Background: an optimization exercise with open tools, aiming at small area, a short achievable clock period and few clock cycles. Do not read the settings as production practice.
The RTL was checked by simulation tests, not by an equivalence proof against the original design.

==> inputs of branch ember <==
## izh_neuron_array
module izh_neuron_array #(
   parameter int N           = 16,
   parameter int V_WIDTH     = 20,
   parameter int FR_WIDTH    = 11,
   parameter int DT_SHIFT    = 2,
   parameter int COUNT_WIDTH = 8
) (
   input  logic                      clk,
   input  logic                      reset,
   input  logic                      start,
   input  logic [2*N-1:0]            mode,
   input  logic [N*V_WIDTH-1:0]      synin,
   input  logic [$clog2(N)-1:0]      probe_sel,
   output logic                      busy,
   output logic                      done,
   output logic [N-1:0]              spikes,
   output logic signed [V_WIDTH-1:0] vout,
   output logic signed [V_WIDTH-1:0] uout,
   output logic [COUNT_WIDTH-1:0]    spike_cnt
);
==> flow/config.mk <==
export PLATFORM = sky130hd
export DESIGN_NAME = izh_neuron_array
export DESIGN_NICKNAME = izh_neuron_array
export VERILOG_FILES = /design/flow/design.v
export SDC_FILE = /design/flow/constraint.sdc
export NUM_CORES = 4
export LEC_CHECK = 0
export CAP_MARGIN = 20
export CORE_MARGIN = 2
export CORE_UTILIZATION = 60
export PLACE_DENSITY = 0.7
export SLEW_MARGIN = 20
export SYNTH_HIERARCHICAL = 1
export SYNTH_MINIMUM_KEEP_SIZE = 0
==> flow/constraint.sdc <==
create_clock -name core_clock -period 21.0 [get_ports {clk}]
set_input_delay 4.2000 -clock core_clock [delete_from_list [all_inputs] [get_ports {clk}]]
set_output_delay 4.2000 -clock core_clock [all_outputs]
set_load 0.01 [all_outputs]
run.sh (not shown) runs the stock make flow with config.mk's settings and CLKGATE_MAP_FILE= SYNTH_SCRIPT=/design/flow/synth_recipe.tcl, a recipe that flattens the netlist after the stock synthesis.
==> branch juniper (differences from branch ember) <==
--- a/flow/design.v
+++ b/flow/design.v
@@ -1439,22 +1439,22 @@
             if (act) begin
                v1[j] <= vnx[j]; u1[j] <= unx[j]; c1[j] <= cnx[j]; m1[j] <= mnx[j];
             end else begin
                v1[j] <= v0[j]; u1[j] <= u0[j]; c1[j] <= c0[j]; m1[j] <= m0[j];
             end
          end
       end
    end
-   logic [H-1:0] sq0, sq1;
    always_ff @(posedge clk) begin
-      sq1 <= sp;
-      sq0 <= sq1;
+      if (act) begin
+         if (par) spikes[N-1:H] <= sp;
+         else     spikes[H-1:0] <= sp;
+      end
    end
-   assign spikes = par ? {sq0, sq1} : {sq1, sq0};
    always_ff @(posedge clk) begin
       logic [2:0] k;
       k = probe_sel[2:0];
       if (reset) begin
          vout <= V_RST; uout <= U_RST; spike_cnt <= '0;
       end else if (probe_sel[3] ^ par) begin
          vout <= vf1[k]; uout <= uf1[k]; spike_cnt <= cf1[k];
       end else begin
Settings changed: CORE_UTILIZATION 60 to 50, PLACE_DENSITY 0.7 to not set.
==> notes <==
Sequential share of layout area is about the same in branch juniper and branch ember. Branch juniper passed the timing, design-rule and antenna checks. Branch ember finished with timing, DRC and antenna clean. In maximum frequency, branch juniper and branch ember hardly differ. In sequential cell count, branch juniper and branch ember do not differ. Register-to-register slack is about the same in branch ember and branch juniper.
Testbench counts of branch ember, summed over its fixed seeds: cycles 32,000.
Testbench counts of branch juniper, summed over its fixed seeds: cycles 32,000.

* * *

==> run C: inputs <==
izh_neuron_array, a different RTL version from the one above (not shown whole).
## izh_neuron_array
module izh_neuron_array #(
   parameter int N           = 16,
   parameter int V_WIDTH     = 20,
   parameter int FR_WIDTH    = 11,
   parameter int DT_SHIFT    = 2,
   parameter int COUNT_WIDTH = 8
) (
   input  logic                      clk,
   input  logic                      reset,
   input  logic                      start,
   input  logic [2*N-1:0]            mode,
   input  logic [N*V_WIDTH-1:0]      synin,
   input  logic [$clog2(N)-1:0]      probe_sel,
   output logic                      busy,
   output logic                      done,
   output logic [N-1:0]              spikes,
   output logic signed [V_WIDTH-1:0] vout,
   output logic signed [V_WIDTH-1:0] uout,
   output logic [COUNT_WIDTH-1:0]    spike_cnt
);
   localparam int H = N / 2;
   localparam logic [19:0] V_RST = 20'hDF800;    
   localparam logic [19:0] U_RST = 20'hF97E6;    
   localparam logic [24:0] Z_RST = 25'h1F7C96C;  
   localparam logic [20:0] W_RST = 21'h0;
   function automatic logic [19:0] fix_v(input logic [19:0] vr, input logic f, input logic [1:0] m);
      if (!f)          fix_v = vr;
      else if (m == 2'b01) fix_v = 20'hE4800;   
      else if (m == 2'b10) fix_v = 20'hE7000;   
  ...
Settings: LEC_CHECK=0, CAP_MARGIN=40, CORE_MARGIN=2, CORE_UTILIZATION=50, CTS_CLUSTER_DIAMETER=100, CTS_CLUSTER_SIZE=30, SLEW_MARGIN=50, SYNTH_HIERARCHICAL=1, SYNTH_MINIMUM_KEEP_SIZE=0; clock period 21.0 ns.
==> run K (differences from run C) <==
- CAP_MARGIN: 40 -> 20
- CTS_CLUSTER_DIAMETER: 100 -> not set
- CTS_CLUSTER_SIZE: 30 -> not set
- SLEW_MARGIN: 50 -> 20
==> notes <==
- Between run C and run K, the lower sequential share of layout area is in run K (gap 0.11 points).
- Against run K, the clock skew of run C is higher by 0.0010 ns.
- In run K the worst setup slack is lower than in run C, by 0.54 ns.
- In run K the via count is higher than in run C, by about 0.6%.
- Of run K and run C, run K has the higher critical path depth (gap 8).
- Against run C, the wire length of run K is higher by 0.26%.
- Against run C, the worst hold slack of run K is lower by 0.0068 ns.
- Die area is the same in run K and run C.
Testbench counts of run C, summed over its fixed seeds: cycles 32,000.
Testbench counts of run K, summed over its fixed seeds: cycles 32,000.

==> static timing again, ports no longer ideal <==
The results above use ideal ports. As a check the final layouts listed here were re-extracted and re-timed, cells and wires unchanged.
Step 1 sets driving cells, clkbuf_16 on the clock port and buf_2 on the other inputs (assumed; they add their load-dependent delay and slew).
Step 2 adds t to the input delays and takes it off the output delays; t is the mean of the earliest and latest rising clock arrival at the registers after step 1. Input paths then give back, and output paths get back, about the clock's delay inside the block.
Three values: ideal, step 1, step 2; two values: the first two.
run	shift t [ns]	setup slack, ns	worst setup path after step 2
branch ember	1.030	12.847 / 12.847 / 12.253	input to register
branch juniper	1.045	12.851 / 12.851 / 11.928	input to register
run C	1.088	13.761 / 13.661 / 12.586	input to register
run K	1.075	13.223 / 13.123 / 12.048	input to register
After both steps every run listed still meets setup and hold.
